Source: an optimization exercise on an open RTL-to-GDS flow (aim: small area). Production flows keep margins and buffers that such runs may drop.
In this exercise RTL edits were held to simulation tests only and were not proved equivalent to the original.
Power figures rest on the tool's default switching activity, not on a simulated workload.

Design sha256_message_digest_unit, start of the top module:
module sha256_message_digest_unit (
    input  logic        clk,
    input  logic        rst_n,
    input  logic        in_valid,
    input  logic [7:0]  in_data_byte,
    input  logic        in_has_byte,
    input  logic        in_last,
    output logic        in_ready,
    output logic        out_valid,
    input  logic        out_ready,
    output logic [63:0] digest_bits_255_192,
    output logic [63:0] digest_bits_191_128,
    output logic [63:0] digest_bits_127_64,
    output logic [63:0] digest_bits_63_0
);
Size: ~270 I/O pins, ~30,000 µm² of cells after synthesis.
==> flow/config.mk <==
export PLATFORM = sky130hd
export DESIGN_NAME = sha256_message_digest_unit
export DESIGN_NICKNAME = sha256_message_digest_unit
export VERILOG_FILES = /design/flow/design.v
export SDC_FILE = /design/flow/constraint.sdc
export NUM_CORES = 4
export LEC_CHECK = 0
export ABC_AREA = 1
export CAP_MARGIN = 20
export CORE_MARGIN = 2
export CORE_UTILIZATION = 70
export SLEW_MARGIN = 20
==> flow/constraint.sdc <==
create_clock -name core_clock -period 20.0 [get_ports {clk}]
set_input_delay 4.0000 -clock core_clock [delete_from_list [all_inputs] [get_ports {clk}]]
set_output_delay 4.0000 -clock core_clock [all_outputs]
set_load 0.01 [all_outputs]
standard.sh (not shown) runs the stock make flow with config.mk's settings and CLKGATE_MAP_FILE= SYNTH_SCRIPT=/design/flow/synth_recipe.tcl, a recipe that flattens the netlist after the stock synthesis.
==> flow/flow/run.sh <==
#!/bin/bash
# The standard layout (standard.sh) with three changes:
#  - synthesis maps logic with a stronger ABC area script (flow/own_synth.tcl)
#  - the clock tree uses clkbuf_4 leaf clusters and no dummy loads
#  - the port buffers are buf_1
# make's full output goes to make_finish.log; ORFS keeps each step's log under orfs/logs
set -euo pipefail
here=$(pwd)
export FLOW_SYNTH_TCL="$here/synth_recipe.tcl"
export OWN_ABC_SCRIPT="$here/flow/abc_area_strong.script"
bash standard.sh finish \
  "SYNTH_SCRIPT=$here/flow/own_synth.tcl" \
  "FLOW_SYNTH_TCL=$FLOW_SYNTH_TCL" \
  "OWN_ABC_SCRIPT=$OWN_ABC_SCRIPT" \
  'CTS_ARGS=-sink_clustering_enable -repair_clock_nets -dont_use_dummy_load -buf_list sky130_fd_sc_hd__clkbuf_4 -sink_clustering_size 10 -sink_clustering_max_diameter 50' \
  'BUFFER_PORTS_ARGS=-buffer_cell sky130_fd_sc_hd__buf_1' > make_finish.log 2>&1
==> flow/flow/abc_area_strong.script <==
strash
dch -f
map -a
mfs2
map -a
==> flow/flow/own_synth.tcl <==
# The standard synthesis (synth_recipe.tcl), with ABC's mapping script replaced by a
# stronger area script; registers are mapped before ABC runs, so they are the standard ones
proc abc {args} {
  set i [lsearch -exact $args -script]
  if { $i >= 0 } {
    set args [lreplace $args [expr { $i + 1 }] [expr { $i + 1 }] $::env(OWN_ABC_SCRIPT)]
  }
  puts "own synthesis: abc $args"
  yosys abc {*}$args
}
source $::env(FLOW_SYNTH_TCL)
The baseline ran to the end with no violations.
Then changed:
Settings changed: CORE_UTILIZATION 70 to 60.
The new run produced a clean layout.
Critical path depth stays the same.
Core utilization went down by 11 points.
Global-route usage went down by 8.7 points.
Routed wire length went down by 13%.
Area after synthesis stays the same.
Maximum frequency went up by 1.4%.
Synthesized cell count stays the same.
Sequential power is about the same.
Total power went down by 0.50%.
Design area went up by 0.49%.


## build 15
Another version of the RTL of sha256_message_digest_unit (not shown whole).
Size in the first run: about 1800 cells after synthesis, roughly 1100 flip-flops, about 270 I/O pins, ~29000 um^2 of cells after synthesis.
clock: 20.0 ns
lec_check: 0
abc_area: 1
cap_margin: 20
core_margin: 2
core_utilization: 60
slew_margin: 20
==> flow/flow/run.sh <==
#!/bin/bash
# The standard layout (standard.sh) with three changes:
#  - synthesis maps logic with a stronger ABC area script (flow/own_synth.tcl, flow/abc_area_strong.script)
#  - the clock tree uses clkbuf_4 leaf clusters and no dummy loads
#  - the port buffers are buf_1
# make's full output goes to make_finish.log; ORFS keeps each step's log under orfs/logs
set -euo pipefail
here=$(pwd)
export FLOW_SYNTH_TCL="$here/synth_recipe.tcl"
export OWN_ABC_SCRIPT="$here/flow/abc_area_strong.script"
bash standard.sh finish \
  "SYNTH_SCRIPT=$here/flow/own_synth.tcl" \
  "FLOW_SYNTH_TCL=$FLOW_SYNTH_TCL" \
  "OWN_ABC_SCRIPT=$OWN_ABC_SCRIPT" \
  'CTS_ARGS=-sink_clustering_enable -repair_clock_nets -dont_use_dummy_load -buf_list sky130_fd_sc_hd__clkbuf_4 -sink_clustering_size 10 -sink_clustering_max_diameter 45' \
  'BUFFER_PORTS_ARGS=-buffer_cell sky130_fd_sc_hd__buf_1' > make_finish.log 2>&1
==> flow/flow/abc_area_strong.script <==
strash
&get -n
&dch -f
&nf -R 1000 -a
&put
mfs2
strash
&get -n
&dch -f
&nf -R 1000 -a
&put
mfs2
strash
&get -n
&dch -f
&nf -R 1000 -a
&put
Scripts as last shown in full above: flow/flow/own_synth.tcl
What build 46 does differently from build 15 at the input level:
--- a/flow/flow/run.sh
+++ b/flow/flow/run.sh
@@ -2,3 +2,3 @@
 # The standard layout (standard.sh) with three changes:
-#  - synthesis maps logic with a stronger ABC area script (flow/own_synth.tcl, flow/abc_area_strong.script)
+#  - synthesis maps logic with a stronger ABC area script (flow/own_synth.tcl)
 #  - the clock tree uses clkbuf_4 leaf clusters and no dummy loads
@@ -14,3 +14,3 @@
   "OWN_ABC_SCRIPT=$OWN_ABC_SCRIPT" \
-  'CTS_ARGS=-sink_clustering_enable -repair_clock_nets -dont_use_dummy_load -buf_list sky130_fd_sc_hd__clkbuf_4 -sink_clustering_size 10 -sink_clustering_max_diameter 45' \
+  'CTS_ARGS=-sink_clustering_enable -repair_clock_nets -dont_use_dummy_load -buf_list sky130_fd_sc_hd__clkbuf_4 -sink_clustering_size 10 -sink_clustering_max_diameter 50' \
   'BUFFER_PORTS_ARGS=-buffer_cell sky130_fd_sc_hd__buf_1' > make_finish.log 2>&1
==> flow/flow/abc_area_strong.script <==
strash
dch -f
map -a
mfs2
map -a
- Build 46 did not stop at any stage, and its layout met the timing, DRC and antenna checks.
- Between build 15 and build 46, the cell count went up.
- Share of the final layout cell area in multi-input gates, build 46 and build 15: smaller value in build 46
- Looking at slowest cell on the critical path, the nor4_1 result is from build 15; the or2_2 one comes from build 46.
- Build 46 vs. build 15: total sequential power went down by about 24%; highest fanout seen on the critical path went down by 1; power went down by about 27%; sequential cell area was more or less identical.
The inputs of build 29 differ from those of build 46 as listed below.
--- a/flow/flow/run.sh
+++ b/flow/flow/run.sh
@@ -2,3 +2,3 @@
 # The standard layout (standard.sh) with three changes:
-#  - synthesis maps logic with a stronger ABC area script (flow/own_synth.tcl)
+#  - synthesis maps logic with a stronger ABC area script (flow/own_synth.tcl, flow/abc_area_strong.script)
 #  - the clock tree uses clkbuf_4 leaf clusters and no dummy loads
@@ -14,3 +14,3 @@
   "OWN_ABC_SCRIPT=$OWN_ABC_SCRIPT" \
-  'CTS_ARGS=-sink_clustering_enable -repair_clock_nets -dont_use_dummy_load -buf_list sky130_fd_sc_hd__clkbuf_4 -sink_clustering_size 10 -sink_clustering_max_diameter 50' \
+  'CTS_ARGS=-sink_clustering_enable -repair_clock_nets -dont_use_dummy_load -buf_list sky130_fd_sc_hd__clkbuf_4 -sink_clustering_size 12 -sink_clustering_max_diameter 40' \
   'BUFFER_PORTS_ARGS=-buffer_cell sky130_fd_sc_hd__buf_1' > make_finish.log 2>&1
==> flow/flow/abc_area_strong.script <==
strash
&get -n
&dch -f
&nf -R 1000 -a
&put
mfs2
strash
&get -n
&dch -f
&nf -R 1000 -a
&put
mfs2
strash
&get -n
&dch -f
&nf -R 1000 -a
&put
==> run notes <==
NOTE combined area of all synthesized cells build 46->build 29 decreased slightly
Comparing area growth from synthesis to layout for build 46 and build 29, the bigger number came from build 46.
Side by side, global routing met1 resource utilization turned out higher in build 29 than in build 46.
Of build 29 and build 46, it is build 29 that has the higher worst-margin pin slew.
Compared to build 46, build 29 has count of cell instances traversed by the critical path 2 lower.
Looking at via count, build 29 sits below build 46.
Measured against each other, build 46 and build 29 differ in sequential-to-total area share from yosys stat, the higher figure coming from build 29.
The lower share of total power in combinational logic came out of build 46.
Summary of build 29 over build 46: aggregate routed wire length dropped about 7%, area of all placed cells without fillers dropped 410 um^2.
The following lists how build 14 was set up differently from build 29:
--- a/flow/flow/run.sh
+++ b/flow/flow/run.sh
@@ -14,3 +14,3 @@
   "OWN_ABC_SCRIPT=$OWN_ABC_SCRIPT" \
-  'CTS_ARGS=-sink_clustering_enable -repair_clock_nets -dont_use_dummy_load -buf_list sky130_fd_sc_hd__clkbuf_4 -sink_clustering_size 12 -sink_clustering_max_diameter 40' \
+  'CTS_ARGS=-sink_clustering_enable -repair_clock_nets -dont_use_dummy_load -buf_list sky130_fd_sc_hd__clkbuf_4 -sink_clustering_size 12 -sink_clustering_max_diameter 35' \
   'BUFFER_PORTS_ARGS=-buffer_cell sky130_fd_sc_hd__buf_1' > make_finish.log 2>&1
Results
Result: PASS for each of build 29 and build 14
Compared build 29 against build 14; met1 track utilization from global routing within noise.
Across both runs, power was higher for build 14 than for build 29.
Summary of build 14 over build 29: first-pass GRT wire length held steady, maximum ir drop on the vdd rail held steady.
As of build 14, via count of the first global-routing pass had risen slightly compared to build 29.
Number of max-slew violations in the final report: build 29 vs build 14 identical
The power per unit of standard cell area of build 14 and that of build 29 are within noise of each other.
Diff build 29..build 14 | highest clock rate | negligible
Run comparison: build 29 top routing layer in use met4; build 14 top routing layer in use met5
Modified inputs, build 68 compared to build 14
--- a/flow/flow/run.sh
+++ b/flow/flow/run.sh
@@ -14,3 +14,3 @@
   "OWN_ABC_SCRIPT=$OWN_ABC_SCRIPT" \
-  'CTS_ARGS=-sink_clustering_enable -repair_clock_nets -dont_use_dummy_load -buf_list sky130_fd_sc_hd__clkbuf_4 -sink_clustering_size 12 -sink_clustering_max_diameter 35' \
+  'CTS_ARGS=-sink_clustering_enable -repair_clock_nets -dont_use_dummy_load -buf_list sky130_fd_sc_hd__clkbuf_4 -sink_clustering_size 10 -sink_clustering_max_diameter 45' \
   'BUFFER_PORTS_ARGS=-buffer_cell sky130_fd_sc_hd__buf_1' > make_finish.log 2>&1
--- a/flow/flow/abc_area_strong.script
+++ b/flow/flow/abc_area_strong.script
@@ -2,2 +2,3 @@
 &get -n
+&deepsyn -T 180
 &dch -f
==> run notes <==
Between build 14 and build 68, the global-route usage is lower for build 14. Looking at the reports, build 68 completed the entire flow and the layout it produced met the timing, DRC and antenna checks. Diff build 68..build 14 | fraction of area in registers | negligible. Changes observed in build 68 relative to build 14: number of core rows stayed essentially flat; register-to-register slack fell by 60 ps; hold slack rose by 38 ps. Maximum root-to-sink buffer count essentially unchanged between build 14 and build 68.

static timing again, ports no longer ideal:
No port has a modelled driver above. Below, the same layouts with a new extraction and two added sets of constraints.
Step 1 sets driving cells, clkbuf_16 on the clock port and buf_2 on the other inputs (assumed; they add their load-dependent delay and slew).
Step 2 times the ports against the registers' clock, not the clock port: input delays grow and output delays shrink by t, the midpoint of the rising clock arrivals with the driver on.
Slacks: ideal / step 1 / step 2; pairs: ideal / step 1.
run	shift t [ns]	setup slack, ns	latest minus earliest clock arrival (ns)	worst register clock-pin slew, ns	cell pins on the clock port's net
the first run of note 1	0.956	10.477 / 10.432 / 10.432	0.124 / 0.124	0.12 / 0.12	1
the second run of note 1	0.962	10.610 / 10.563 / 10.563	0.103 / 0.103	0.11 / 0.11	1
build 15	0.938	10.275 / 10.226 / 10.226	0.115 / 0.115	0.10 / 0.10	1
build 46	0.984	10.666 / 10.638 / 10.638	0.102 / 0.102	0.12 / 0.12	1
build 29	0.860	10.283 / 10.234 / 10.234	0.142 / 0.141	0.12 / 0.12	1
build 14	0.879	10.302 / 10.250 / 10.250	0.139 / 0.139	0.12 / 0.12	1
build 68	0.978	10.478 / 10.450 / 10.450	0.073 / 0.074	0.11 / 0.11	1
After both steps setup and hold are still met in every run listed. For build 14, which loses most, drivers alone change the setup slack by -0.052 ns; drivers and shift together by -0.052 ns.
